What follows belongs to an exercise in optimizing a design on an open flow for small area; a production flow would make more cautious choices.
The RTL was checked by simulation tests, not by an equivalence proof against the original design.
Power figures rest on the tool's default switching activity, not on a simulated workload.

**design/flow/config.mk**
```make
export PLATFORM = sky130hd
export DESIGN_NAME = dual_wheel_incremental_pid_drive
export DESIGN_NICKNAME = dual_wheel_incremental_pid_drive
export VERILOG_FILES = /design/flow/design.v
export SDC_FILE = /design/flow/constraint.sdc
export NUM_CORES = 4
export LEC_CHECK = 0
export CAP_MARGIN = 20
export CORE_MARGIN = 2
export CORE_UTILIZATION = 75
export SLEW_MARGIN = 20
```
**design/flow/constraint.sdc**
```tcl
create_clock -name core_clock -period 12.0 [get_ports {clk}]
set_input_delay 2.4000 -clock core_clock [delete_from_list [all_inputs] [get_ports {clk}]]
set_output_delay 2.4000 -clock core_clock [all_outputs]
set_load 0.01 [all_outputs]
```
**design/flow/design.v**
```verilog
package dwpid_pkg;
	localparam int TICK_BITS = 16;
	localparam int DIV_NUM_BITS = 32;
	localparam int DIV_DEN_BITS = 16;
	localparam logic [2:0] CMD_FORWARD  = 3'd0;
	localparam logic [2:0] CMD_BACKWARD = 3'd1;
	localparam logic [2:0] CMD_LEFT     = 3'd2;
	localparam logic [2:0] CMD_RIGHT    = 3'd3;
	localparam logic [2:0] CMD_STOP     = 3'd4;
	localparam logic [1:0] DIR_STOP     = 2'd0;
	localparam logic [1:0] DIR_FORWARD  = 2'd1;
	localparam logic [1:0] DIR_BACKWARD = 2'd2;
	localparam logic [2:0] REG_KP    = 3'd0;
	localparam logic [2:0] REG_KI    = 3'd1;
	localparam logic [2:0] REG_KD    = 3'd2;
	localparam logic [2:0] REG_SCALE = 3'd3;
	localparam logic [2:0] REG_PWM   = 3'd4;
	localparam logic [2:0] REG_LIMIT = 3'd5;
	localparam logic [15:0] KP_RESET    = 16'd410;
	localparam logic [15:0] KI_RESET    = 16'd15;
	localparam logic [15:0] KD_RESET    = 16'd0;
	localparam logic [15:0] SCALE_RESET = 16'd256;
	localparam logic [15:0] PWM_RESET   = 16'd1000;
	localparam logic [14:0] LIMIT_RESET = 15'd670;
	typedef struct packed {
		logic [15:0] kp_centi;
		logic [15:0] ki_centi;
		logic [15:0] kd_centi;
		logic [15:0] velocity_scale;
		logic [15:0] pwm_max;
		logic [14:0] full_speed_limit;
	} cfg_t;
	typedef struct packed {
		logic [15:0]        duty;
		logic [1:0]         dir;
		logic signed [15:0] speed;
		logic signed [31:0] odometry;
	} lane_res_t;
endpackage
module dwpid_lane #(
	parameter bit LEFT = 1'b0
) (
	input  logic        clk,
	input  logic        arst_n,
	input  logic        c_load,
	input  logic        c_neg,
	input  logic        c_mul1,
	input  logic        c_meas,
	input  logic        c_pid,
	input  logic        c_clip,
	input  logic        c_div1,
	input  logic        c_mul2,
	input  logic        c_div2,
	input  logic        c_done,
	input  logic [5:0]  k,
	input  logic        ge17,
	input  logic        ge18,
	input  logic        ge19,
	input  logic        ge23,
	input  logic [1:0]  sub,
	input  logic        step,
	input  logic        last,
	input  logic [15:0] km,
	input  logic        p_bit,
	input  logic        n_bit,
	input  logic        spd_bit,
	input  logic        spd_min,
	input  logic [15:0] ticks,
	input  logic        tgtneg,
	input  logic        run,
	input  logic        fresh_od,
	input  logic        fresh_pid,
	input  logic        tseen,
	output logic [15:0] duty,
	output logic [1:0]  dir,
	output logic [15:0] speed,
	output logic [31:0] odometry
);
	logic [18:0] s_q;
	logic [15:0] q_q;
	logic [15:0] sp_q;
	logic [31:0] od_q;
	logic [22:0] acc_q;
	logic [16:0] e1_q, e2_q;
	logic tsign_nz, seen, c1, ovf_hi, e16_lo;
	logic ca, cu, cc, s1, s2, c_lat, ct, accs, c_a, c_b, sf;
	logic tsign, ovf, e16, hi, lo, qseen, mseen, fseen, oc, ec;
	assign tsign = tsign_nz;
	assign ovf   = ovf_hi;
	assign hi    = ovf_hi;
	assign e16   = e16_lo;
	assign lo    = e16_lo;
	assign qseen = seen;
	assign mseen = seen;
	assign fseen = seen;
	assign oc    = c1;
	assign ec    = c1;
	logic k_lt16;
	assign k_lt16 = (k[5:4] == 2'b00);
	logic        div;
	logic        x, xneg;
	logic [18:0] a_in, b_in, sum;
	logic        cin;
	logic        sneg;
	assign div  = c_div1 | c_div2;
	assign sneg = s_q[18];
	logic eb, e1b, e2b, sa, su, sc;
	assign eb  = q_q[0];
	logic wr_e;
	assign wr_e = c_pid & (sub == 2'd0) & ~ge17;
	assign e1b = ge17 ? s1 : (e1_q[0] & ~fresh_pid);
	assign e2b = ge17 ? s2 : (e2_q[0] & ~fresh_pid);
	assign sa  = eb ^ ~e1b ^ ca;
	assign su  = e1b ^ ~e2b ^ cu;
	assign sc  = sa ^ ~su ^ cc;
	always_comb begin
		x = 1'b0;
		xneg = 1'b0;
		if (c_mul1) x = k_lt16 & q_q[0];
		if (c_mul2) x = q_q[0];
		if (c_pid && !ge19) begin
			x = (sub == 2'd0) ? sa : (sub == 2'd1) ? eb : c_lat;
			xneg = (k == 6'd18);
		end
	end
	always_comb begin
		if (div) begin
			a_in = {s_q[17:0], q_q[15]};
			b_in = sneg ? {3'b000, km} : {3'b111, ~km};
			cin  = ~sneg;
		end else begin
			a_in = s_q;
			b_in = x ? (xneg ? {3'b111, ~km} : {3'b000, km}) : 19'd0;
			cin  = x & xneg;
		end
	end
	logic [19:0] cy;
	assign cy[0] = cin;
	for (genvar i = 0; i < 19; i++) begin : g_add
		assign sum[i]  = a_in[i] ^ b_in[i] ^ cy[i];
		assign cy[i+1] = (a_in[i] & b_in[i]) | (cy[i] & (a_in[i] ^ b_in[i]));
	end
	logic        sgn_sh;
	logic [18:0] sr;
	assign sgn_sh = c_pid & ge18;
	assign sr     = {sgn_sh & sum[18], sum[18:1]};
	logic od_en, dsrc, db, od_s;
	assign od_en = c_neg | (c_mul1 & k_lt16);
	assign dsrc  = c_neg ? q_q[0] : tsign;
	assign db    = LEFT ? ~dsrc : dsrc;
	logic od0;
	assign od0   = od_q[0] & ~fresh_od;
	assign od_s  = od0 ^ db ^ oc;
	logic negbit;
	assign negbit = tsign ? (q_q[0] ^ qseen) : q_q[0];
	logic dneg, v, m, t, eraw, eclip, ebit;
	assign dneg  = LEFT ? ~tsign : tsign;
	assign v     = ovf ? (k == 6'd15) : q_q[0];
	assign m     = (k == 6'd16) ? sp_q[15] :
	               dneg ? (v ^ mseen) : (ovf ? (k != 6'd15) : q_q[0]);
	assign t     = tgtneg ? (spd_bit ^ tseen) : spd_bit;
	assign eraw  = t ^ ~m ^ ec;
	assign eclip = tgtneg & spd_min & dneg & ovf;
	assign ebit  = eclip ? k_lt16 : eraw;
	logic dd, accb, tb, za, zb;
	assign dd   = sum[0];
	assign accb = ge23 ? accs : (acc_q[0] & ~fresh_pid);
	assign tb   = accb ^ dd ^ ct;
	assign za   = p_bit ^ ~tb ^ c_a;
	assign zb   = tb ^ p_bit ^ c_b;
	logic f, g;
	assign f = hi ? p_bit : lo ? n_bit : acc_q[0];
	assign g = sf ? (f ^ fseen) : f;
	function automatic logic maj(input logic a, input logic b, input logic c);
		maj = (a & b) | (a & c) | (b & c);
	endfunction
	always_ff @(posedge clk) begin
		e1_q <= {wr_e ? eb : e1_q[0], e1_q[16:1]};
		e2_q <= {wr_e ? e1b : e2_q[0], e2_q[16:1]};
		if (od_en) od_q <= {od_s, od_q[31:1]};
		if (c_pid && step) begin
			if (!ge23) acc_q <= {tb, acc_q[22:1]};
		end
		if (c_clip) acc_q <= {f, acc_q[22:1]};
	end
	always_ff @(posedge clk) begin
		if (c_load || (c_pid && step && k == 6'd40) || (c_div1 && last))
			s_q <= '0;
		else if (div || (c_pid && !step)) s_q <= sum;
		else s_q <= sr | {12'd0, c_clip & g, 6'd0};
		if (c_load) q_q <= ticks;
		else if (c_neg) q_q <= {negbit, q_q[15:1]};
		else if (c_mul1 || c_mul2) q_q <= {sum[0], q_q[15:1]};
		else if (c_meas && k_lt16) q_q <= {ebit & run, q_q[15:1]};
		else if (c_pid && step) q_q <= {e16, q_q[15:1]};
		else if (c_clip) q_q <= {s_q[0], q_q[15:1]};
		else if (div) q_q <= {q_q[14:0], ~sum[18]};
		if (c_meas && k_lt16) sp_q <= {m, sp_q[15:1]};
		if (c_load) begin
			tsign_nz <= ticks[15];
			seen     <= 1'b0;
			c1       <= LEFT;
		end
		if (c_neg) seen <= seen | q_q[0];
		if (od_en) c1 <= maj(od0, db, oc);
		if (c_mul1 && k == 6'd23) begin
			ovf_hi <= |s_q;
			seen   <= 1'b0;
			c1     <= 1'b1;
		end
		if (c_meas) begin
			seen <= seen | v;
			c1   <= maj(t, ~m, ec);
			if (k == 6'd16) begin
				e16_lo <= ebit;
				ca  <= 1'b1;
				cu  <= 1'b1;
				cc  <= 1'b1;
				ct  <= 1'b0;
				c_a <= 1'b1;
				c_b <= 1'b0;
			end
		end
		if (c_pid && sub == 2'd0 && !ge19) begin
			ca    <= maj(eb, ~e1b, ca);
			cu    <= maj(e1b, ~e2b, cu);
			cc    <= maj(sa, ~su, cc);
			c_lat <= sc;
			if (k == 6'd16) begin
				s1 <= e1b;
				s2 <= e2b;
			end
		end
		if (c_pid && step) begin
			ct  <= maj(accb, dd, ct);
			c_a <= maj(p_bit, ~tb, c_a);
			c_b <= maj(tb, p_bit, c_b);
			if (k == 6'd22) accs <= accb;
			if (k == 6'd40) begin
				ovf_hi <= za;
				e16_lo <= zb;
				sf     <= za ? 1'b0 : zb ? 1'b1 : acc_q[22];
				seen   <= 1'b0;
			end
		end
		if (c_clip) seen <= seen | f;
	end
	assign duty     = q_q;
	logic nz;
	assign nz       = |q_q;
	assign dir      = {nz & sf, nz & ~sf};
	assign speed    = sp_q;
	assign odometry = od_q;
endmodule
module dual_wheel_incremental_pid_drive #(
	parameter int TICK_BITS = dwpid_pkg::TICK_BITS
) (
	input  logic                        clk,
	input  logic                        arst_n,
	input  logic                        psel,
	input  logic                        penable,
	input  logic                        pwrite,
	input  logic [4:0]                  paddr,
	input  logic [31:0]                 pwdata,
	output logic [31:0]                 prdata,
	output logic                        pready,
	input  logic                        in_valid,
	output logic                        in_stall,
	input  logic [2:0]                  cmd,
	input  logic signed [15:0]          speed,
	input  logic signed [TICK_BITS-1:0] left_ticks,
	input  logic signed [TICK_BITS-1:0] right_ticks,
	output logic                        out_valid,
	input  logic                        out_stall,
	output logic [15:0]                 left_duty,
	output logic [1:0]                  left_dir,
	output logic [15:0]                 right_duty,
	output logic [1:0]                  right_dir,
	output logic signed [15:0]          left_speed,
	output logic signed [15:0]          right_speed,
	output logic signed [31:0]          left_odometry,
	output logic signed [31:0]          right_odometry
);
	dwpid_pkg::cfg_t cfg_q;
	assign pready = 1'b1;
	always_ff @(posedge clk or negedge arst_n) begin
		if (!arst_n) begin
			cfg_q.kp_centi         <= dwpid_pkg::KP_RESET;
			cfg_q.ki_centi         <= dwpid_pkg::KI_RESET;
			cfg_q.kd_centi         <= dwpid_pkg::KD_RESET;
			cfg_q.velocity_scale   <= dwpid_pkg::SCALE_RESET;
			cfg_q.pwm_max          <= dwpid_pkg::PWM_RESET;
			cfg_q.full_speed_limit <= dwpid_pkg::LIMIT_RESET;
		end else if (psel && penable && pwrite) begin
			unique case (paddr[4:2])
				dwpid_pkg::REG_KP:    cfg_q.kp_centi         <= pwdata[15:0];
				dwpid_pkg::REG_KI:    cfg_q.ki_centi         <= pwdata[15:0];
				dwpid_pkg::REG_KD:    cfg_q.kd_centi         <= pwdata[15:0];
				dwpid_pkg::REG_SCALE: cfg_q.velocity_scale   <= pwdata[15:0];
				dwpid_pkg::REG_PWM:   cfg_q.pwm_max          <= pwdata[15:0];
				dwpid_pkg::REG_LIMIT: cfg_q.full_speed_limit <= pwdata[14:0];
				default: ;
			endcase
		end
	end
	always_comb begin
		unique case (paddr[4:2])
			dwpid_pkg::REG_KP:    prdata = 32'(cfg_q.kp_centi);
			dwpid_pkg::REG_KI:    prdata = 32'(cfg_q.ki_centi);
			dwpid_pkg::REG_KD:    prdata = 32'(cfg_q.kd_centi);
			dwpid_pkg::REG_SCALE: prdata = 32'(cfg_q.velocity_scale);
			dwpid_pkg::REG_PWM:   prdata = 32'(cfg_q.pwm_max);
			dwpid_pkg::REG_LIMIT: prdata = 32'(cfg_q.full_speed_limit);
			default:              prdata = '0;
		endcase
	end
	typedef enum logic [3:0] {
		PH_IDLE, PH_NEG, PH_MUL1, PH_MEAS, PH_WAIT, PH_PID, PH_CLIP, PH_DIV1, PH_MUL2, PH_DIV2, PH_DONE
	} ph_t;
	ph_t        ph_q;
	logic [5:0] k_q;
	logic [1:0] sub_q;
	logic       out_valid_q;
	logic [4:0] r17_q;
	always_ff @(posedge clk or negedge arst_n) begin
		if (!arst_n) r17_q <= '0;
		else r17_q <= (r17_q == 5'd16) ? 5'd0 : r17_q + 5'd1;
	end
	logic       start, step, last, run;
	assign start = (ph_q == PH_IDLE) && in_valid && (!out_valid_q || !out_stall);
	assign run   = (cmd <= dwpid_pkg::CMD_RIGHT);
	logic ge17, ge18, ge19, ge23;
	assign ge17 = k_q[5] | (k_q[4] & (|k_q[3:0]));
	assign ge18 = k_q[5] | (k_q[4] & (|k_q[3:1]));
	assign ge19 = k_q[5] | (k_q[4] & (k_q[3] | k_q[2] | (k_q[1] & k_q[0])));
	assign ge23 = k_q[5] | (k_q[4] & (k_q[3] | (k_q[2] & k_q[1] & k_q[0])));
	assign step  = (ph_q == PH_PID) ? (ge19 || (sub_q == 2'd2)) : 1'b1;
	assign last  = (k_q == 6'd15);
	always_ff @(posedge clk or negedge arst_n) begin
		if (!arst_n) begin
			ph_q        <= PH_IDLE;
			k_q         <= '0;
			sub_q       <= '0;
			out_valid_q <= 1'b0;
		end else begin
			if (out_valid_q && !out_stall) out_valid_q <= 1'b0;
			k_q <= k_q + 6'd1;
			unique case (ph_q)
				PH_IDLE: begin
					k_q <= '0;
					if (start) ph_q <= PH_NEG;
				end
				PH_NEG: if (k_q == 6'd15) begin ph_q <= PH_MUL1; k_q <= '0; end
				PH_MUL1: if (k_q == 6'd23) begin ph_q <= PH_MEAS; k_q <= '0; end
				PH_MEAS: if (k_q == 6'd16) begin
					ph_q <= run ? PH_WAIT : PH_DONE;
					k_q  <= '0;
					sub_q <= '0;
				end
				PH_WAIT: begin
					k_q <= '0;
					if (r17_q == 5'd16) ph_q <= PH_PID;
				end
				PH_PID: begin
					if (!step) begin
						k_q   <= k_q;
						sub_q <= sub_q + 2'd1;
					end else begin
						sub_q <= '0;
						if (k_q == 6'd40) begin ph_q <= PH_CLIP; k_q <= '0; end
					end
				end
				PH_CLIP: if (k_q == 6'd22) begin ph_q <= PH_DIV1; k_q <= '0; end
				PH_DIV1: if (k_q == 6'd15) begin ph_q <= PH_MUL2; k_q <= '0; end
				PH_MUL2: if (k_q == 6'd15) begin ph_q <= PH_DIV2; k_q <= '0; end
				PH_DIV2: if (k_q == 6'd15) begin ph_q <= PH_DONE; k_q <= '0; end
				PH_DONE: begin
					ph_q        <= PH_IDLE;
					out_valid_q <= 1'b1;
				end
				default: ph_q <= PH_IDLE;
			endcase
		end
	end
	assign in_stall  = (ph_q != PH_DONE);
	assign out_valid = out_valid_q;
	logic [14:0] lim;
	assign lim = {cfg_q.full_speed_limit[14:1],
	              cfg_q.full_speed_limit[0] | (cfg_q.full_speed_limit == 15'd0)};
	logic [15:0] km;
	always_comb begin
		unique case (ph_q)
			PH_MUL1: km = cfg_q.velocity_scale;
			PH_PID:  km = (sub_q == 2'd0) ? cfg_q.kp_centi :
			              (sub_q == 2'd1) ? cfg_q.ki_centi : cfg_q.kd_centi;
			PH_DIV1: km = 16'd100;
			PH_MUL2: km = cfg_q.pwm_max;
			PH_DIV2: km = {1'b0, lim};
			default: km = '0;
		endcase
	end
	logic       gbit, p_bit, n_bit, nseen;
	logic [3:0] dl;
	logic [1:0] pc;
	logic [2:0] ptot;
	logic [16:0] lv;
	assign lv   = {lim, 2'b00};
	assign gbit = k_q[5] ? 1'b0 : k_q[4] ? ((k_q[3:0] == 4'd0) & lv[16]) : lv[k_q[3:0]];
	assign ptot = {2'b00, gbit} + {2'b00, dl[2]} + {2'b00, dl[3]} + {1'b0, pc};
	assign p_bit = ptot[0];
	assign n_bit = p_bit ^ nseen;
	always_ff @(posedge clk) begin
		if ((ph_q == PH_MEAS && k_q == 6'd16) || (ph_q == PH_PID && k_q == 6'd40 && step)) begin
			dl    <= '0;
			pc    <= '0;
			nseen <= 1'b0;
		end else if ((ph_q == PH_PID || ph_q == PH_CLIP) && step) begin
			dl    <= {dl[2:0], gbit};
			pc    <= ptot[2:1];
			nseen <= nseen | p_bit;
		end
	end
	logic fresh_od, fresh_pid, tseen;
	always_ff @(posedge clk or negedge arst_n) begin
		if (!arst_n) begin
			fresh_od  <= 1'b1;
			fresh_pid <= 1'b1;
		end else begin
			if (ph_q == PH_MUL1 && k_q == 6'd15) fresh_od <= 1'b0;
			if (ph_q == PH_PID && k_q == 6'd40 && step) fresh_pid <= 1'b0;
		end
	end
	always_ff @(posedge clk) begin
		if (ph_q == PH_MEAS) tseen <= tseen | spd_bit;
		else tseen <= 1'b0;
	end
	logic spd_bit, spd_min;
	assign spd_bit = speed[(k_q[4]) ? 4'd15 : k_q[3:0]];
	assign spd_min = (speed == 16'sh8000);
	logic ltn, rtn;
	assign ltn = (cmd == dwpid_pkg::CMD_BACKWARD) || (cmd == dwpid_pkg::CMD_LEFT);
	assign rtn = (cmd == dwpid_pkg::CMD_BACKWARD) || (cmd == dwpid_pkg::CMD_RIGHT);
	logic c_load, c_neg, c_mul1, c_meas, c_pid, c_clip, c_div1, c_mul2, c_div2, c_done;
	assign c_load = start;
	assign c_neg  = (ph_q == PH_NEG);
	assign c_mul1 = (ph_q == PH_MUL1);
	assign c_meas = (ph_q == PH_MEAS);
	assign c_pid  = (ph_q == PH_PID);
	assign c_clip = (ph_q == PH_CLIP);
	assign c_div1 = (ph_q == PH_DIV1);
	assign c_mul2 = (ph_q == PH_MUL2);
	assign c_div2 = (ph_q == PH_DIV2);
	assign c_done = (ph_q == PH_DONE);
	dwpid_lane #(.LEFT(1'b1)) u_left (
		.clk, .arst_n, .c_load, .c_neg, .c_mul1, .c_meas, .c_pid, .c_clip, .c_div1, .c_mul2,
		.c_div2, .c_done, .k(k_q), .ge17, .ge18, .ge19, .ge23, .sub(sub_q), .step, .last, .km, .p_bit, .n_bit, .spd_bit,
		.spd_min, .ticks(left_ticks), .tgtneg(ltn), .run, .fresh_od, .fresh_pid, .tseen,
		.duty(left_duty), .dir(left_dir), .speed(left_speed), .odometry(left_odometry)
	);
	dwpid_lane #(.LEFT(1'b0)) u_right (
		.clk, .arst_n, .c_load, .c_neg, .c_mul1, .c_meas, .c_pid, .c_clip, .c_div1, .c_mul2,
		.c_div2, .c_done, .k(k_q), .ge17, .ge18, .ge19, .ge23, .sub(sub_q), .step, .last, .km, .p_bit, .n_bit, .spd_bit,
		.spd_min, .ticks(right_ticks), .tgtneg(rtn), .run, .fresh_od, .fresh_pid, .tseen,
		.duty(right_duty), .dir(right_dir), .speed(right_speed), .odometry(right_odometry)
	);
endmodule
```
**design/flow/flow/run.sh**
```bash
#!/bin/bash
# The standard layout (standard.sh, unchanged synthesis) with two placement/CTS options:
# ports are buffered with the smallest buffer, and CTS adds no dummy loads.
set -euo pipefail
export BUFFER_PORTS_ARGS="-buffer_cell sky130_fd_sc_hd__buf_1"
export CTS_ARGS="-sink_clustering_enable -repair_clock_nets -sink_clustering_size 24 -sink_clustering_max_diameter 120 -buf_list sky130_fd_sc_hd__clkbuf_16 -dont_use_dummy_load"
bash standard.sh finish > standard.log 2>&1
```
**design/flow/standard.sh**
```bash
#!/bin/bash
# synth_recipe.tcl (not shown) runs the flow's synth.tcl, then flattens the netlist and writes it again
# the make line also repeats each setting of config.mk as NAME=value (left out here)
make -C /OpenROAD-flow-scripts/flow DESIGN_CONFIG=/design/flow/config.mk WORK_HOME=/design/flow/orfs CLKGATE_MAP_FILE= SYNTH_SCRIPT=/design/flow/synth_recipe.tcl "${@:-finish}"
```
==> results.txt, run 1 <==
* CP startpoint: k_q[0]
* Rows at 60
* Critical path's most frequent cell: fa_1
* Clock Sinks at 435
* Synth top area share at 29.0%
* Crit path largest cell delay at 0.59 ns
* # hold bufs at CTS at 0
* Remaining DRCs at 0
* Port Buffer Count at 226
* Via count at 15000
* Pwr/cell area at 284 nW/um2
* Share of the yosys chip area belonging to registers at 54.7%
* Main synth FF type: edfxtp_1
* Reg2reg start: k_q[0]
* DRT iter0 DRCs at 1932
* Largest net degree at the start of global routing at 73
* Post-DR vias/cell at 6.64
* Multi-input gate area in the final layout at 8610 um2
* Die area at 29000 um2
* Setup_tns at 0 ns
* Max-slew violations at 0
* CP max FO at 18
* Wire per inst at 22.8 um
* Max transition margin at 21.0%
* Nets at 2090
* Ys Warns at 3
* Register area at 11300 um2
* Post-DP HPWL at 36.1 mm
* Buffers & Inverters on Critical Path at 4
* Post-synth top area cell: edfxtp_1
* Post-Syn Area at 20700 um2
* CTS H-tree lvls at 1
* Status: timing/DRC/antenna clean
* Placed inst area at 21700 um2
* Worst EP arrival at 11.53 ns
* Synthesis-stage register bit count at 435
* Final period util at 93.7%
* Initial Util at 76.6%
* Vias in the first global route at 14400
* Root buf cell: clkbuf_16
* Setup violators final at 0
* Clock-pin slew on the worst setup and hold paths at 0.09 ns
* I/O pins at 262
* Final min period at 11.25 ns
* Number of flops mapped to enable cells by yosys at 200
* Worst setup EP type: flop
* Clock Path Buffers at 3
* Core area at 27000 um2
* CP required at 12.28 ns
* Post-synth cell types at 86
* RD Place Congestion at 0.923
* Hold Crit Start: u_right.e2_q[11]
* Worst Setup Path Type: flop to flop
* CTS tree: done
* Die Span X at 170 um
* Layout cells sized above 1 at 14.5%
* WL final at 51.5 mm
* HP Class: flop to flop
* Final ANT Viol Nets at 0
* Max Clock Skew at 0.0837 ns
* Total GRT Usage at 35.3%
* Tightest Pin Transition at 1.17 ns
* Count leader, synth: nand2_1
* Critical path's slowest cell: fa_1
* Fmax achieved at 88.9 MHz
* Clk Latency, worst-skew pair at 0.56 ns
* Grt total ovfl at 0
* Final core occ at 82.3%
* Leak Pwr at 8.84 nW
* R2R Setup Slk at 0.75 ns
* Syn_area_per_cell at 11.8 um2
* Final Hold Vio Count at 0
* Fin Hold WS at 0.334 ns
* Top cells by area, synth: edfxtp_1, dfxtp_1, dfrtp_1
* Post-synthesis cell count at 1753
* Fillers at 1591
* Post-synth top cells: nand2_1, edfxtp_1, mux2_2, dfxtp_1, nor2_1
* Max_cap viols at 0
* Postcts setup bufs at 0
* Fin area at 22200 um2
* Critical path's top delay family: adder cells
* Antenna violations before repair at 1
* First-pass GRT wire length at 79.0 mm
* CP Launch Type: flop
* Drt pass-1 iters at 9
* RSZ-0062 raised after global routing: no
* Num CTS Buffers at 22
* Post-cts resize count at 0
* Syn-to-layout area delta at 7.45%
* Max VDD drop at 173 uV
* Die H at 170 um
* FFs w/ async S/R, synth at 26.4%
## flip-flops by register name (all words and copies together) (netlist names), 17 cells and up
name,flops
u_right.e2_q,17
u_left.s_q,19
u_left.od_q,32
u_left.acc_q,23
u_left.e2_q,17
u_left.e1_q,17
u_right.e1_q,17
u_right.s_q,19
cfg_q,95
u_right.acc_q,23
u_right.od_q,32
## path summary, 6_finish.rpt
check | end | cells after the start
setup reg to reg | u_right.q_q[0] | 33
hold / removal | u_right.e2_q[10] | 0
setup / recovery | u_right.q_q[0] | 33
max in group asynchronous | cfg_q[34] | 2
hold reg to reg | u_right.e2_q[10] | 0
min in group asynchronous | cfg_q[60] | 1
## per-stage QoR
step | instances | power, mW | worst slack [ns]
after floorplan | 1768 | 4.65 | 1.31
after global placement | 2240 | 5.36 | 0.999
after detailed placement | 2240 | 5.49 | 0.891
after CTS | 2262 | 6.26 | 0.877
after global routing | 2263 | 6.71 | 0.373
final | 2263 | 6.31 | 0.752
## cells by family after synthesis
group	Yosys count	synth area share [%]
other	2	0.0363
muxes	191	10.6
and+or+nand+nor	488	11.4
AOI/OAI and AO/OA	321	10.3
DFF	435	54.7
buffers and inverters	190	4.34
xor gates and xnor gates	54	2.28
adders and majority gates	72	6.31
## layout make-up
class | instances | area share, %
Timing Repair Buffer | 261 | 5.02
Sequential cell | 435 | 50.9
Clock buffer | 22 | 2.47
Tap cell | 341 | 1.92
Antenna cell | 1 | 0.0112
Multi-Input combinational cell | 1143 | 38.7
Inverter | 60 | 1.01
## cell usage in the layout (no fill, tap or decap), types with 8 or more instances in the layout
| master | instances |
|---|---|
| a211oi_1 | 19 |
| a21oi_1 | 46 |
| a21oi_2 | 26 |
| a222oi_1 | 12 |
| a22oi_1 | 13 |
| a31oi_1 | 35 |
| buf_1 | 223 |
| buf_4 | 35 |
| clkbuf_16 | 22 |
| conb_1 | 17 |
| dfrtp_1 | 91 |
| dfstp_2 | 24 |
| dfxtp_1 | 120 |
| edfxtp_1 | 200 |
| fa_1 | 54 |
| ha_1 | 18 |
| inv_1 | 57 |
| mux2_2 | 127 |
| mux2i_1 | 53 |
| mux4_2 | 10 |
| nand2_1 | 218 |
| nand2b_1 | 8 |
| nand3_1 | 48 |
| nand4_1 | 8 |
| nor2_1 | 87 |
| nor2b_1 | 15 |
| nor3_1 | 13 |
| nor4_1 | 22 |
| o211ai_1 | 9 |
| o21ai_0 | 53 |
| o21ai_1 | 10 |
| o22ai_1 | 51 |
| xnor2_1 | 22 |
| xor2_1 | 32 |
## power by group
part / internal [mW] / switching, mW
registers: 2.23 / 0.370
logic: 1.12 / 1.82
clock network: 0.328 / 0.443
total: 3.68 / 2.63
## worst register-to-register path: cells and delay by family (launching register included)
kind,cells,cell delay (ns)
adders and majority gates,20,7.78
AOI/OAI and AO/OA,5,1.34
muxes,2,0.56
DFF,1,0.55
buffers and inverters,4,0.49
xor gates and xnor gates,1,0.19
and+or+nand+nor,1,0.10
## metal layers
layer | up-vias | wire, um | global-route usage [%]
met5 | - | 0 | 0
met4 | 0 | 2200 | 14.6
met3 | 156 | 5180 | 5.35
met2 | 967 | 24300 | 56.6
met1 | 7286 | 19900 | 49.0
li1 | 6607 | - | -
==> run 2, diff against run 1 <==
--- a/design/flow/config.mk
+++ b/design/flow/config.mk
@@ -7,5 +7,5 @@
 export LEC_CHECK = 0
 export CAP_MARGIN = 20
 export CORE_MARGIN = 2
-export CORE_UTILIZATION = 75
+export CORE_UTILIZATION = 60
 export SLEW_MARGIN = 20
==> run 2 against run 1 <==
Against the previous run: synthesized area did not move; register-to-register slack worse by 0.19 ns; clock skew is 0.025 ns lower; via count decreased by 4.2%; clock power down 0.6%; worst hold slack lost 0.0022 ns.
==> results.txt, run 2 <==
* Register area at 11300 um2
* Sw power at 2.59 mW
* Count leader, synth: nand2_1
* Critical path endpoint: u_right.q_q[0]
* Fmax achieved at 87.4 MHz
* Largest Register: cfg_q
* Critical path's top delay family: adder cells
* Clock Sinks at 435
* Clock-pin slew on the worst setup and hold paths at 0.10 ns
* Die area at 36000 um2
* Layout cells sized above 1 at 14.7%
* Core area at 34300 um2
* Sequential Power Share at 40.4%
* Max Clock Skew at 0.0590 ns
* Placed insts at 2358
* Die H at 190 um
* CP required at 12.27 ns
* Critical path's most frequent cell: fa_1
* Max VDD drop at 161 uV
* Reg2reg start: k_q[1]
* Setup_tns at 0 ns
* Critical path depth at 35
* Largest net degree at the start of global routing at 85
* CP Launch Type: flop
* Post-synthesis cell count at 1753
* Final WS setup at 0.564 ns
* Port Buffer Count at 226
* Wire per inst at 21.1 um
* Tot Pwr at 6.27 mW
* Critical path's slowest cell: fa_1
* Syn-to-layout area delta at 8.32%
* Clock Path Buffers at 3
* Final period util at 95.3%
* Max reg flops at 95
* Post-Syn Area at 20700 um2
* Post-place setup slack at 0.724 ns
* Placed inst area at 21900 um2
* Buffers & Inverters on Critical Path at 6
* Nets at 2094
* Top cells by area, synth: edfxtp_1, dfxtp_1, dfrtp_1
* Main synth FF type: edfxtp_1
* Max_cap viols at 0
* Root buf cell: clkbuf_16
* Final ANT Viol Nets at 0
* Drt pass-1 iters at 5
* Hold Path Depth at 0
* Die Span X at 190 um
* CTS tree: done
* Fin area at 22400 um2
* Switching share of power at 41.3%
* Most frequent cells in the layout: buf_1, nand2_1, edfxtp_1
* Setup violators final at 0
* R2R Setup Slk at 0.56 ns
* Clk Latency, worst-skew pair at 0.56 ns
* Post-DR vias/cell at 6.04
* DRT iter0 DRCs at 1177
* Fillers at 2765
* Worst setup EP type: flop
* Synth top area share at 29.0%
* Max transition margin at 23.9%
* Final Hold Vio Count at 0
* CP startpoint: k_q[1]
* Ys Warns at 3
* Leak Pwr at 8.86 nW
* Tightest Pin Transition at 1.14 ns
* Most common cell after layout, fill and taps aside: buf_1
* Status: timing/DRC/antenna clean
* Rows at 68
* Initial Util at 60.4%
* Pwr/cell area at 279 nW/um2
* Post-synth cell types at 86
* Fin Hold WS at 0.332 ns
* Num CTS Buffers at 22
* WL final at 50.4 mm
* Vias in the first global route at 13700
* # hold bufs at CTS at 0
* FFs w/ async S/R, synth at 26.4%
* Post-synth top area cell: edfxtp_1
* Share of the yosys chip area belonging to registers at 54.7%
* RSZ-0062 raised after global routing: no
* Regs by FF count: cfg_q: 95 flops, u_left.od_q: 32 flops, u_right.od_q: 32 flops
* Synthesis-stage register bit count at 435
* Postcts setup bufs at 0
* Worst Setup Path Type: flop to flop
* Total GRT Usage at 27.7%
* Via count at 14400
* Fin cells at 2381
* Syn_area_per_cell at 11.8 um2
* Clock Power Share at 12.2%
* Max-slew violations at 0
* Grt total ovfl at 0
* I/O pins at 262
* CP max FO at 14
* Post-DP HPWL at 34.9 mm
* HP Class: flop to flop
* RR Endpoint: u_right.q_q[0]
* Multi-input gate area in the final layout at 8610 um2
* Internal power at 3.68 mW
* RD Place Congestion at 0.909
* Antenna violations before repair at 0
* Worst EP arrival at 11.71 ns
* Post-cts resize count at 0
* Final core occ at 65.4%
* CTS H-tree lvls at 1
* Number of flops mapped to enable cells by yosys at 200
* Final min period at 11.44 ns
* Post-synth top cells: nand2_1, edfxtp_1, mux2_2, dfxtp_1, nor2_1
* Remaining DRCs at 0
* Crit path largest cell delay at 0.60 ns
* Comb power frac at 47.4%
* R2R cell count at 35
* First-pass GRT wire length at 77.9 mm
-- run 2: routing by layer --
layer | GRT usage, % | up-vias | share of wire [%] | wire length [um]
li1 | - | 6621 | - | -
met1 | 41.0 | 7125 | 45 | 22400
met2 | 42.9 | 575 | 45 | 22900
met3 | 4.96 | 64 | 7.8 | 3940
met4 | 6.71 | 0 | 2.2 | 1110
met5 | 0 | - | 0 | 0
-- run 2: power by group through the flow --
| stage | Combinational, mW | Sequential [mW] | Clock, mW |
|---|---|---|---|
| final | 2.97 | 2.53 | 0.766 |
| after global routing | 3.32 | 2.59 | 0.837 |
| after CTS | 2.97 | 2.53 | 0.792 |
| after detailed placement | 2.95 | 2.56 | 0 |
| after global placement | 2.89 | 2.53 | 0 |
| after floorplan | 2.11 | 2.54 | 0 |
-- run 2: worst register-to-register path, delay by kind of cell, from the launching register on --
| kind | cells | cell delay [ns] |
|---|---|---|
| DFF | 1 | 0.37 |
| xor gates and xnor gates | 1 | 0.20 |
| and+or+nand+nor | 1 | 0.10 |
| muxes | 2 | 0.59 |
| buffers and inverters | 6 | 0.73 |
| adders and majority gates | 20 | 7.82 |
| AOI/OAI and AO/OA | 5 | 1.35 |
-- run 2: cells by family after synthesis --
| group | Yosys count | share of synthesized area [%] |
|---|---|---|
| adders and majority gates | 72 | 6.31 |
| DFF | 435 | 54.7 |
| muxes | 191 | 10.6 |
| and+or+nand+nor | 488 | 11.4 |
| other | 2 | 0.0363 |
| AOI/OAI and AO/OA | 321 | 10.3 |
| xor gates and xnor gates | 54 | 2.28 |
| buffers and inverters | 190 | 4.34 |
-- run 2: final cells by class --
cell class              instances  share of cell area [%]
clock buffers                  22                    2.45
multi-input cells            1143                    38.4
repair buffers                265                    5.13
inverters                      60                    1.00
flip-flops and latches        435                    50.5
well taps                     455                    2.54
diodes                          1                  0.0112
-- run 2: how the worst min path moves through the flow --
stage | startpoint | end | slack, ns
detailed placement | u_right.e1_q[7] | u_right.e1_q[6] | 0.31
CTS | u_left.e1_q[9] | u_left.e1_q[8] | 0.33
global route | u_right.e1_q[11] | u_right.e1_q[10] | 0.34
floorplan | u_left.e1_q[1] | u_left.e1_q[0] | 0.31
finish | u_right.e2_q[5] | u_right.e2_q[4] | 0.33
global placement | u_left.e2_q[1] | u_left.e2_q[0] | 0.31
==> run 3, diff against run 2 <==
==> design/flow/flow/run.sh (replaced) <==
#!/bin/bash
# The standard layout (standard.sh, unchanged synthesis) with two placement/CTS options:
# ports are buffered with the smallest buffer, and CTS adds no dummy loads.
set -euo pipefail
export BUFFER_PORTS_ARGS="-buffer_cell sky130_fd_sc_hd__buf_1"
export CTS_ARGS="-sink_clustering_enable -repair_clock_nets -sink_clustering_size 16 -sink_clustering_max_diameter 100 -buf_list sky130_fd_sc_hd__clkbuf_8 -dont_use_dummy_load"
bash standard.sh finish > standard.log 2>&1
--- a/design/flow/config.mk
+++ b/design/flow/config.mk
@@ -7,5 +7,8 @@
 export LEC_CHECK = 0
 export CAP_MARGIN = 20
 export CORE_MARGIN = 2
-export CORE_UTILIZATION = 60
+export CORE_UTILIZATION = 40
+export CTS_BUF_LIST = sky130_fd_sc_hd__clkbuf_16
+export CTS_CLUSTER_DIAMETER = 120
+export CTS_CLUSTER_SIZE = 24
 export SLEW_MARGIN = 20
==> run 3 against run 2 <==
Against the previous run: setup slack got worse by 0.060 ns; synthesized area unchanged; sequential power barely moved; cell area increased by 0.85%; via count is 1.5% higher; combinational power about the same; critical endpoint unchanged.
==> results.txt, run 3 <==
* Worst Setup Path Type: flop to flop
* Max VDD drop at 113 uV
* RD Place Congestion at 0.886
* Clock-pin slew on the worst setup and hold paths at 0.11 ns
* FFs w/ async S/R, synth at 26.4%
* Max Clock Skew at 0.0854 ns
* Clock Sinks at 435
* RSZ-0062 raised after global routing: no
* Syn_area_per_cell at 11.8 um2
* Crit path largest cell delay at 0.68 ns
* Main synth FF type: edfxtp_1
* Top cells by area, synth: edfxtp_1, dfxtp_1, dfrtp_1
* Max transition margin at 27.9%
* Multi-input gate area in the final layout at 8620 um2
* Clock Power Share at 11.0%
* CTS H-tree lvls at 1
* Grt total ovfl at 0
* Leak Pwr at 8.82 nW
* CP Launch Type: flop
* Die area at 53600 um2
* Most common cell after layout, fill and taps aside: buf_1
* Comb power frac at 47.8%
* Layout cells sized above 1 at 15.1%
* CP startpoint: k_q[0]
* Largest net degree at the start of global routing at 76
* Internal power at 3.57 mW
* Syn-to-layout area delta at 9.24%
* Worst EP arrival at 11.90 ns
* # hold bufs at CTS at 0
* Pwr/cell area at 274 nW/um2
* Switching share of power at 42.4%
* Port Buffer Count at 226
* Fmax achieved at 87.0 MHz
* Max_cap viols at 0
* Synthesis-stage register bit count at 435
* Share of the yosys chip area belonging to registers at 54.7%
* Regs by FF count: cfg_q: 95 flops, u_left.od_q: 32 flops, u_right.od_q: 32 flops
* Sequential Power Share at 41.2%
* Met1 wire length at 25.0 mm
* Register area at 11300 um2
* Fin Hold WS at 0.292 ns
* Postcts setup bufs at 0
* Final Hold Vio Count at 0
* Via count at 14600
* Max reg flops at 95
* Reg2reg start: k_q[0]
* Post-cts resize count at 0
* CP required at 12.41 ns
* Count leader, synth: nand2_1
* Post-synth top area cell: edfxtp_1
* Nets at 2105
* Die Span X at 232 um
* Clock Path Buffers at 3
* Post-Syn Area at 20700 um2
* Most frequent cells in the layout: buf_1, nand2_1, edfxtp_1
* Final min period at 11.50 ns
* Final period util at 95.8%
* Final ANT Viol Nets at 0
* Root buf cell: clkbuf_8
* Post-DP HPWL at 38.8 mm
* Remaining DRCs at 0
* Drt pass-1 iters at 5
* Core area at 51200 um2
* I/O pins at 262
* Worst setup EP type: flop
* DRT iter0 DRCs at 1047
* Critical path's slowest cell: o32ai_1
* Num CTS Buffers at 31
* Post-synth top cells: nand2_1, edfxtp_1, mux2_2, dfxtp_1, nor2_1
* Synth top area share at 29.0%
* Met3 wire len at 4.23 mm
* CP max FO at 18
* Setup_tns at 0 ns
* Max-slew violations at 0
* Status: timing/DRC/antenna clean
* Clk Latency, worst-skew pair at 0.68 ns
* Critical path's most frequent cell: fa_1
* Fillers at 4864
* Largest Register: cfg_q
* Total GRT Usage at 20.1%
* Rows at 83
* Tightest Pin Transition at 1.08 ns
* HP Class: flop to flop
* Post-synthesis cell count at 1753
* Ys Warns at 3
* Wire per inst at 21.1 um
* Max layer used: met5
* Setup violators final at 0
* Routed met2 length at 24.4 mm
* Initial Util at 40.4%
* Sw power at 2.63 mW
* Hold Crit Start: u_right.e2_q[6]
* Post-DR vias/cell at 5.58
* First-pass GRT wire length at 84.2 mm
* Number of flops mapped to enable cells by yosys at 200
* Vias in the first global route at 13900
* Post-synth cell types at 86
* WL final at 55.1 mm
* Die H at 232 um
* Antenna violations before repair at 3
* CTS tree: done
-- run 3: cell types whose count changed in the layout (fill, tap and decap cells not counted), moves of 2 or more --
cell	before	now
clkbuf_8	0	31
nor2_2	4	2
clkbuf_16	22	0
buf_8	0	2
-- run 3: metal layers --
layer	vias up	track usage (%)
li1	6649	-
met1	7288	28.7
met2	569	31.5
met3	87	3.68
met4	4	4.98
met5	-	0
-- run 3: critical path, delay by kind of cell (launching register included) --
family,cells,cell delay [ns]
xor+xnor,1,0.19
flops,1,0.37
buf+inv,5,0.90
simple gates,1,0.09
fa+ha+maj,20,7.91
compound gates,5,1.30
mux,2,0.51
-- run 3: cell type report --
type | instances | share of cell area (%)
Antenna cell | 1 | 0.0111
Tap cell | 680 | 3.76
Multi-Input combinational cell | 1143 | 38.1
Timing Repair Buffer | 267 | 5.21
Inverter | 60 | 0.996
Sequential cell | 435 | 50.0
Clock buffer | 31 | 1.89
-- run 3: final timing paths --
check / to / slack, ns / cells after the start
max: u_right.q_q[0] / 0.50 / 34
min: u_right.e2_q[5] / 0.29 / 0
max reg2reg: u_right.q_q[0] / 0.50 / 34
min reg2reg: u_right.e2_q[5] / 0.29 / 0
max in group asynchronous: cfg_q[88] / 8.75 / 2
min in group asynchronous: ph_q[0] / 1.78 / 1
-- run 3: per-stage QoR --
| step | instance area [um2] | cells | setup WS [ns] | power [mW] | utilization, % |
|---|---|---|---|---|---|
| after floorplan | 20800 | 1768 | 1.31 | 4.65 | - |
| after global placement | 22100 | 2583 | 0.788 | 5.48 | 43.3 |
| after detailed placement | 22200 | 2585 | 0.633 | 5.54 | 43.3 |
| after CTS | 22600 | 2616 | 0.644 | 6.24 | 44.2 |
| after global routing | 22600 | 2616 | 0.115 | 6.69 | 44.2 |
| final | 22600 | 2617 | 0.504 | 6.20 | 44.2 |
-- run 3: kinds of logic after synthesis --
family                     share of synthesized area (%)
AOI/OAI and AO/OA                                   10.3
xor gates and xnor gates                            2.28
adders and majority gates                           6.31
buffers and inverters                               4.34
DFF                                                 54.7
muxes                                               10.6
other                                             0.0363
and+or+nand+nor                                     11.4
-- run 3: power groups by stage --
stage | Combinational, mW | Clock [mW] | Sequential, mW
3_5_place_dp | 2.96 | 0 | 2.58
3_3_place_gp | 2.91 | 0 | 2.57
5_1_grt | 3.32 | 0.764 | 2.60
6_report | 2.96 | 0.685 | 2.55
4_1_cts | 2.97 | 0.716 | 2.55
2_1_floorplan | 2.11 | 0 | 2.54
==> run 4, diff against run 3 <==
==> design/flow/run.sh (new file) <==
#!/bin/bash
# synth_recipe.tcl (not shown) runs the flow's synth.tcl, then flattens the netlist and writes it again
# the make line also repeats each setting of config.mk as NAME=value (left out here)
make -C /OpenROAD-flow-scripts/flow DESIGN_CONFIG=/design/flow/config.mk WORK_HOME=/design/flow/orfs CLKGATE_MAP_FILE= SYNTH_SCRIPT=/design/flow/synth_recipe.tcl finish
removed: design/flow/flow/run.sh
removed: design/flow/standard.sh
==> run 4 against run 3 <==
Against the previous run: critical path type unchanged; combinational power increased by 8.1%; sequential cell count unchanged; first-iteration DRC count increased by 23%; clock power increased by 22%; count of clock-buffer cells in the layout decreased by 8; largest power group unchanged; setup slack improved by 0.20 ns; register-to-register slack improved by 0.20 ns; still clean; cell area increased by 7.2%; utilization increased by 3.2 points; wire length increased by 0.64%.
==> results.txt, run 4 <==
* HP Class: flop to flop
* Layout cells sized above 1 at 14.8%
* CP required at 12.30 ns
* Clock-pin slew on the worst setup and hold paths at 0.11 ns
* Vias in the first global route at 14200
* Via count at 14600
* Antenna violations before repair at 1
* Syn-to-layout area delta at 17.1%
* Critical path's slowest cell: o32ai_1
* Final min period at 11.30 ns
* Largest Register: cfg_q
* Clock Sinks at 435
* Final ANT Viol Nets at 0
* Top cells by area, synth: edfxtp_1, dfxtp_1, dfrtp_1
* Main synth FF type: edfxtp_1
* Final period util at 94.1%
* Post-synth top cells: nand2_1, edfxtp_1, mux2_2, dfxtp_1, nor2_1
* Postcts setup bufs at 0
* Most frequent cells in the layout: clkdlybuf4s50_1, nand2_1, edfxtp_1
* Synthesis-stage register bit count at 435
* Final Hold Vio Count at 0
* Worst setup EP type: flop
* Drt pass-1 iters at 7
* Rows at 83
* Status: timing/DRC/antenna clean
* Most common cell after layout, fill and taps aside: clkdlybuf4s50_1
* Grt total ovfl at 0
* Post-synth cell types at 86
* First-pass GRT wire length at 85.4 mm
* Clock Path Buffers at 3
* I/O pins at 262
* CP max FO at 18
* CTS H-tree lvls at 1
* Post-Syn Area at 20700 um2
* Max reg flops at 95
* Max VDD drop at 118 uV
* Final WS setup at 0.703 ns
* Number of flops mapped to enable cells by yosys at 200
* Setup_tns at 0 ns
* Synth top area share at 29.0%
* Fmax achieved at 88.5 MHz
* Tightest Pin Transition at 1.11 ns
* Final core occ at 47.3%
* RSZ-0062 raised after global routing: no
* Count leader, synth: nand2_1
* RD Place Congestion at 0.878
* DRT iter0 DRCs at 1286
* # hold bufs at CTS at 0
* Fin area at 24200 um2
* Port Buffer Count at 226
* Max-slew violations at 0
* Post-cts resize count at 0
* Pwr/cell area at 272 nW/um2
* Leak Pwr at 9.57 nW
* Num CTS Buffers at 22
* N_diodes at 0
* Syn_area_per_cell at 11.8 um2
* Setup violators final at 0
* Ys Warns at 3
* Nets at 2095
* Total GRT Usage at 20.4%
* Post-synthesis cell count at 1753
* Initial Util at 40.4%
* Core area at 51200 um2
* Post-place setup slack at 0.767 ns
* Placed inst area at 23600 um2
* WL final at 55.5 mm
* FFs w/ async S/R, synth at 26.4%
* Buffers & Inverters on Critical Path at 4
* Max_cap viols at 0
* Largest net degree at the start of global routing at 81
* Max Clock Skew at 0.0343 ns
* CTS tree: done
* Root buf cell: clkbuf_16
* Regs by FF count: cfg_q: 95 flops, u_left.od_q: 32 flops, u_right.od_q: 32 flops
* Share of the yosys chip area belonging to registers at 54.7%
* Worst Setup Path Type: flop to flop
* Die area at 53600 um2
* Worst EP arrival at 11.60 ns
* Wire per inst at 21.2 um
* Clk Latency, worst-skew pair at 0.58 ns
* Crit path largest cell delay at 0.63 ns
* Die H at 232 um
* Post-DP HPWL at 39.2 mm
* Die Span X at 232 um
* CP Launch Type: flop
* Critical path's top delay family: adder cells
* Post-synth top area cell: edfxtp_1
* Post-DR vias/cell at 5.57
* Remaining DRCs at 0
* Critical path's most frequent cell: fa_1
* Max transition margin at 25.8%
## run 4: final timing paths
kind | cells after the start | startpoint | slack, ns | end
min in group asynchronous | 1 | arst_n | 1.80 | cfg_q[78]
min reg2reg | 0 | u_right.e2_q[6] | 0.32 | u_right.e2_q[5]
max reg2reg | 33 | k_q[3] | 0.70 | u_right.q_q[0]
max in group asynchronous | 2 | arst_n | 9.08 | cfg_q[72]
min | 0 | u_right.e2_q[6] | 0.32 | u_right.e2_q[5]
max | 33 | k_q[3] | 0.70 | u_right.q_q[0]
## run 4: per-stage QoR
stage,hold slack (ns),total power [mW],std cells
detailed placement,0.312,5.79,2583
global route,0.334,7.08,2623
CTS,0.330,6.64,2622
floorplan,0.310,4.65,1768
finish,0.323,6.60,2623
global placement,0.310,5.71,2582
## run 4: logic make-up after synthesis
logic type	Yosys count	synth area share (%)
AND/OR/NAND/NOR	488	11.4
adder cells (fa/ha/maj)	72	6.31
other	2	0.0363
buffers and inverters	190	4.34
AO/OA/AOI/OAI	321	10.3
flip-flops	435	54.7
XOR/XNOR	54	2.28
multiplexers	191	10.6
## run 4: final cells by class
cell class / count / area, um2
clock buffer: 23 / 576
clock inverter: 16 / 77.6
fill: 4625 / 27000
inverter: 60 / 225
multi-input combinational: 1143 / 8620
sequential: 435 / 11300
tap: 680 / 851
timing repair buffer: 266 / 2570
## run 4: report_power, final
part           internal, mW  switching (mW)
Sequential             2.22           0.341
Combinational          1.35            1.85
Clock                 0.354           0.482
Total                  3.93            2.67
## run 4: routing by layer
layer	GRT usage (%)	share of wire, %	vias to the layer above
met4	3.95	1.9	2
met5	0	0.022	-
met2	32.9	46	557
met1	28.8	45	7349
li1	-	-	6639
met3	3.56	7.4	71
==> run 5, diff against run 4 <==
--- a/design/flow/design.v
+++ b/design/flow/design.v
@@ -283,26 +283,44 @@
 );
 	dwpid_pkg::cfg_t cfg_q;
 	assign pready = 1'b1;
+	dwpid_pkg::cfg_t cfg_r;
+	logic [5:0]      rst_f;
+	logic            wr;
+	assign wr = psel && penable && pwrite;
 	always_ff @(posedge clk or negedge arst_n) begin
 		if (!arst_n) begin
-			cfg_q.kp_centi         <= dwpid_pkg::KP_RESET;
-			cfg_q.ki_centi         <= dwpid_pkg::KI_RESET;
-			cfg_q.kd_centi         <= dwpid_pkg::KD_RESET;
-			cfg_q.velocity_scale   <= dwpid_pkg::SCALE_RESET;
-			cfg_q.pwm_max          <= dwpid_pkg::PWM_RESET;
-			cfg_q.full_speed_limit <= dwpid_pkg::LIMIT_RESET;
-		end else if (psel && penable && pwrite) begin
+			rst_f <= '1;
+		end else if (wr) begin
 			unique case (paddr[4:2])
-				dwpid_pkg::REG_KP:    cfg_q.kp_centi         <= pwdata[15:0];
-				dwpid_pkg::REG_KI:    cfg_q.ki_centi         <= pwdata[15:0];
-				dwpid_pkg::REG_KD:    cfg_q.kd_centi         <= pwdata[15:0];
-				dwpid_pkg::REG_SCALE: cfg_q.velocity_scale   <= pwdata[15:0];
-				dwpid_pkg::REG_PWM:   cfg_q.pwm_max          <= pwdata[15:0];
-				dwpid_pkg::REG_LIMIT: cfg_q.full_speed_limit <= pwdata[14:0];
+				dwpid_pkg::REG_KP:    rst_f[0] <= 1'b0;
+				dwpid_pkg::REG_KI:    rst_f[1] <= 1'b0;
+				dwpid_pkg::REG_KD:    rst_f[2] <= 1'b0;
+				dwpid_pkg::REG_SCALE: rst_f[3] <= 1'b0;
+				dwpid_pkg::REG_PWM:   rst_f[4] <= 1'b0;
+				dwpid_pkg::REG_LIMIT: rst_f[5] <= 1'b0;
 				default: ;
 			endcase
 		end
 	end
+	always_ff @(posedge clk) begin
+		if (wr) begin
+			unique case (paddr[4:2])
+				dwpid_pkg::REG_KP:    cfg_r.kp_centi         <= pwdata[15:0];
+				dwpid_pkg::REG_KI:    cfg_r.ki_centi         <= pwdata[15:0];
+				dwpid_pkg::REG_KD:    cfg_r.kd_centi         <= pwdata[15:0];
+				dwpid_pkg::REG_SCALE: cfg_r.velocity_scale   <= pwdata[15:0];
+				dwpid_pkg::REG_PWM:   cfg_r.pwm_max          <= pwdata[15:0];
+				dwpid_pkg::REG_LIMIT: cfg_r.full_speed_limit <= pwdata[14:0];
+				default: ;
+			endcase
+		end
+	end
+	assign cfg_q.kp_centi         = rst_f[0] ? dwpid_pkg::KP_RESET    : cfg_r.kp_centi;
+	assign cfg_q.ki_centi         = rst_f[1] ? dwpid_pkg::KI_RESET    : cfg_r.ki_centi;
+	assign cfg_q.kd_centi         = rst_f[2] ? dwpid_pkg::KD_RESET    : cfg_r.kd_centi;
+	assign cfg_q.velocity_scale   = rst_f[3] ? dwpid_pkg::SCALE_RESET : cfg_r.velocity_scale;
+	assign cfg_q.pwm_max          = rst_f[4] ? dwpid_pkg::PWM_RESET   : cfg_r.pwm_max;
+	assign cfg_q.full_speed_limit = rst_f[5] ? dwpid_pkg::LIMIT_RESET : cfg_r.full_speed_limit;
 	always_comb begin
 		unique case (paddr[4:2])
 			dwpid_pkg::REG_KP:    prdata = 32'(cfg_q.kp_centi);
==> design/flow/flow/run.sh (new file) <==
#!/bin/bash
# The standard layout (standard.sh, with its synthesis unchanged) with two options changed:
# the port buffers are the smallest buffer cell, and clock tree synthesis uses clkbuf_16
# leaf clusters of up to 24 sinks and adds no dummy loads. All tool output goes to
# standard.log here and to ORFS's per-step logs under orfs/logs.
set -euo pipefail
export BUFFER_PORTS_ARGS="-buffer_cell sky130_fd_sc_hd__buf_1"
export CTS_ARGS="-sink_clustering_enable -repair_clock_nets -sink_clustering_size 24 -sink_clustering_max_diameter 120 -buf_list sky130_fd_sc_hd__clkbuf_16 -dont_use_dummy_load"
bash standard.sh finish > standard.log 2>&1
==> design/flow/standard.sh (new file) <==
#!/bin/bash
# synth_recipe.tcl (not shown) runs the flow's synth.tcl, then flattens the netlist and writes it again
# the make line also repeats each setting of config.mk as NAME=value (left out here)
make -C /OpenROAD-flow-scripts/flow DESIGN_CONFIG=/design/flow/config.mk WORK_HOME=/design/flow/orfs CLKGATE_MAP_FILE= SYNTH_SCRIPT=/design/flow/synth_recipe.tcl "${@:-finish}"
--- a/design/flow/config.mk
+++ b/design/flow/config.mk
@@ -8,7 +8,4 @@
 export CAP_MARGIN = 20
 export CORE_MARGIN = 2
 export CORE_UTILIZATION = 40
-export CTS_BUF_LIST = sky130_fd_sc_hd__clkbuf_16
-export CTS_CLUSTER_DIAMETER = 120
-export CTS_CLUSTER_SIZE = 24
 export SLEW_MARGIN = 20
removed: design/flow/run.sh
==> run 5 against run 4 <==
Against the previous run: clock skew up 0.0098 ns; sequential power down 7%; utilization down 3.0 points; largest power group unchanged; synthesized cell count down 6.1%; critical endpoint unchanged; die area down 2.3%; non-clock buffer count down 13; wire length down 8.3%; synthesized area down 2.3%; count of clock-buffer cells in the layout down 1.
==> results.txt, run 5 <==
* Postcts setup bufs at 0
* CP Launch Type: flop
* Clock-pin slew on the worst setup and hold paths at 0.10 ns
* Main synth FF type: edfxtp_1
* Final Hold Vio Count at 0
* Sequential Power Share at 42.8%
* Crit path largest cell delay at 0.71 ns
* Wire per inst at 20.4 um
* Largest Register: cfg_r
* Critical path's slowest cell: a21oi_1
* Post-synth top area cell: edfxtp_1
* Critical path's most frequent cell: fa_1
* DRT iter0 DRCs at 1196
* Die H at 229 um
* Clock Path Buffers at 3
* First-pass GRT wire length at 78.7 mm
* Clk Latency, worst-skew pair at 0.55 ns
* Leak Pwr at 7.95 nW
* Clock Sinks at 441
* Post-synth top cells: edfxtp_1, nand2_1, dfxtp_1, nor2_1, a21oi_1
* Setup_tns at 0 ns
* Post-Synth Simple-Gate Area at 11.5%
* Post-Syn Area at 20200 um2
* CP required at 12.26 ns
* Number of flops mapped to enable cells by yosys at 295
* Total GRT Usage at 19.0%
* Max reg flops at 95
* Largest net degree at the start of global routing at 68
* Syn_area_per_cell at 12.3 um2
* Worst EP arrival at 11.60 ns
* Fmax achieved at 88.2 MHz
* Syn-to-layout area delta at 9.67%
* XOR/XNOR Fraction of Synth Area at 2.43%
* Synth top area share at 43.8%
* Post-synth cell types at 94
* Setup violators final at 0
* Core area at 50100 um2
* Count leader, synth: edfxtp_1
* Via count at 13600
* Comb power frac at 43.3%
* Compound-Gate Fraction of Synth Area at 11.2%
* Post-synthesis cell count at 1646
* Die Span X at 229 um
* Nets at 1989
* Sw power at 2.21 mW
* Final period util at 94.5%
* Worst Setup Path Type: flop to flop
* Tightest Pin Transition at 1.13 ns
* Post-DP HPWL at 35.6 mm
* Internal power at 3.37 mW
* WL final at 50.9 mm
* Drt pass-1 iters at 7
* Final core occ at 44.3%
* Final ANT Viol Nets at 0
* Multiplexer area fraction after synthesis at 5.10%
* Max_cap viols at 0
* Remaining DRCs at 0
* Synthesis-stage register bit count at 441
* Rows at 82
* Grt total ovfl at 0
* Status: timing/DRC/antenna clean
* I/O pins at 262
* Root buf cell: clkbuf_16
* Port Buffer Count at 226
* Post-cts resize count at 0
* Most frequent cells in the layout: edfxtp_1, buf_1, nand2_1
* CTS tree: done
* Worst setup EP type: flop
* Vias in the first global route at 13400
* Post-DR vias/cell at 5.44
* Pwr/cell area at 252 nW/um2
* Clock Power Share at 13.9%
* FFs w/ async S/R, synth at 5.90%
* Max transition margin at 23.7%
* Switching share of power at 39.6%
* Max VDD drop at 136 uV
* Final min period at 11.34 ns
* RSZ-0062 raised after global routing: no
* CP max FO at 16
* # hold bufs at CTS at 0
* Num CTS Buffers at 22
* HP Class: flop to flop
* Top cells by area, synth: edfxtp_1, dfxtp_1, fa_1
* Initial Util at 40.4%
* Ys Warns at 3
* Max Clock Skew at 0.0441 ns
* Die area at 52400 um2
* Share of the yosys chip area belonging to registers at 58.9%
* Max-slew violations at 0
* Layout cells sized above 1 at 8.52%
* RD Place Congestion at 0.872
* Most common cell after layout, fill and taps aside: edfxtp_1
* Regs by FF count: cfg_r: 95 flops, u_left.od_q: 32 flops, u_right.od_q: 32 flops
* CTS H-tree lvls at 1
* Largest family of logic cells by synthesized area: simple AND/OR/NAND/NOR gates
* Antenna violations before repair at 2
* Adder-cell share of the synthesized area at 6.46%
run 5: cell types whose count changed after synthesis, sizes merged, moves of 18 or more:
cell	delta
edfxtp	+95
mux2	-85
nand2	-74
dfrtp	-73
nand2b	+29
a31oi	-18
nand3	-18
run 5: logic make-up (layout without fill, tap and decap cells):
group | count (synthesis) | after routing
and+or+nand+nor | 462 | 462
DFF | 441 | 441
AOI/OAI and AO/OA | 336 | 336
buffers and inverters | 183 | 342
muxes | 94 | 94
adders and majority gates | 72 | 72
xor gates and xnor gates | 56 | 56
other | 2 | 19
run 5: final timing paths:
kind,startpoint,to,slack (ns),depth (start not counted)
setup / recovery,k_q[2],u_right.q_q[0],0.66,32
hold / removal,u_right.e2_q[14],u_right.e2_q[13],0.33,0
setup reg to reg,k_q[2],u_right.q_q[0],0.66,32
hold reg to reg,u_right.e2_q[14],u_right.e2_q[13],0.33,0
max in group asynchronous,arst_n,out_valid_q,9.58,1
min in group asynchronous,arst_n,sub_q[0],1.91,1
run 5: power by group through the flow:
| stage | logic, mW | clock network (mW) | registers, mW |
|---|---|---|---|
| after floorplan | 1.77 | 0 | 2.38 |
| after global placement | 2.36 | 0 | 2.41 |
| after detailed placement | 2.42 | 0 | 2.42 |
| after CTS | 2.43 | 0.807 | 2.39 |
| after global routing | 2.70 | 0.854 | 2.44 |
| final | 2.42 | 0.778 | 2.39 |
run 5: cell type report:
| type | count | area (um2) |
|---|---|---|
| antenna | 2 | 5.00 |
| timing repair buffer | 253 | 1050 |
| sequential | 441 | 11900 |
| fill | 4735 | 27900 |
| tap | 672 | 841 |
| inverter | 67 | 251 |
| multi-input combinational | 1037 | 7560 |
| clock buffer | 22 | 551 |
run 5: critical path: cells and delay by family, from the launching register on:
kind                       cells  cell delay (ns)
AOI/OAI and AO/OA              3             1.09
buffers and inverters          4             0.42
DFF                            1             0.58
muxes                          2             0.59
xor gates and xnor gates       2             0.46
adders and majority gates     19             7.47
and+or+nand+nor                2             0.43
run 5: per-stage QoR:
step	std cells	hold slack [ns]	setup WS [ns]	instance area (um2)	power, mW
after global placement	2470	0.311	0.831	21600	4.78
final	2494	0.326	0.663	22200	5.59
after floorplan	1661	0.310	1.41	20300	4.14
after global routing	2492	0.320	0.0859	22200	5.99
after detailed placement	2470	0.312	0.680	21600	4.84
after CTS	2492	0.325	0.610	22200	5.63
run 5: layer usage:
layer,up-vias,track usage [%],routed length (um)
li1,6307,-,-
met1,6673,25.9,22100
met2,518,31.4,23800
met3,69,3.37,3740
met4,0,5.11,1200
met5,-,0,0

==> port drivers added, routing unchanged <==
The results above use ideal ports. As a check the final layouts listed here were re-extracted and re-timed, cells and wires unchanged.
Step 1 sets driving cells, clkbuf_16 on the clock port and buf_2 on the other inputs (assumed; they add their load-dependent delay and slew).
Step 2 adds t to the input delays and takes it off the output delays; t is the mean of the earliest and latest rising clock arrival at the registers after step 1. Input paths then give back, and output paths get back, about the clock's delay inside the block.
Three values: ideal ports, drivers, drivers and shift; two values: the first two.
| run | t (ns) | setup slack, ns | hold slack, ns | worst register clock-pin slew, ns |
|---|---|---|---|---|
| run 1 | 0.568 | 0.752 / 0.752 / 0.752 | 0.334 / 0.334 / 0.334 | 0.10 / 0.10 |
| run 2 | 0.584 | 0.564 / 0.564 / 0.564 | 0.332 / 0.332 / 0.332 | 0.10 / 0.10 |
| run 3 | 0.688 | 0.504 / 0.504 / 0.504 | 0.292 / 0.292 / 0.292 | 0.12 / 0.12 |
| run 4 | 0.617 | 0.703 / 0.703 / 0.703 | 0.323 / 0.323 / 0.323 | 0.12 / 0.12 |
| run 5 | 0.589 | 0.663 / 0.663 / 0.663 | 0.326 / 0.326 / 0.326 | 0.11 / 0.11 |
After both steps setup and hold are still met in every run listed.
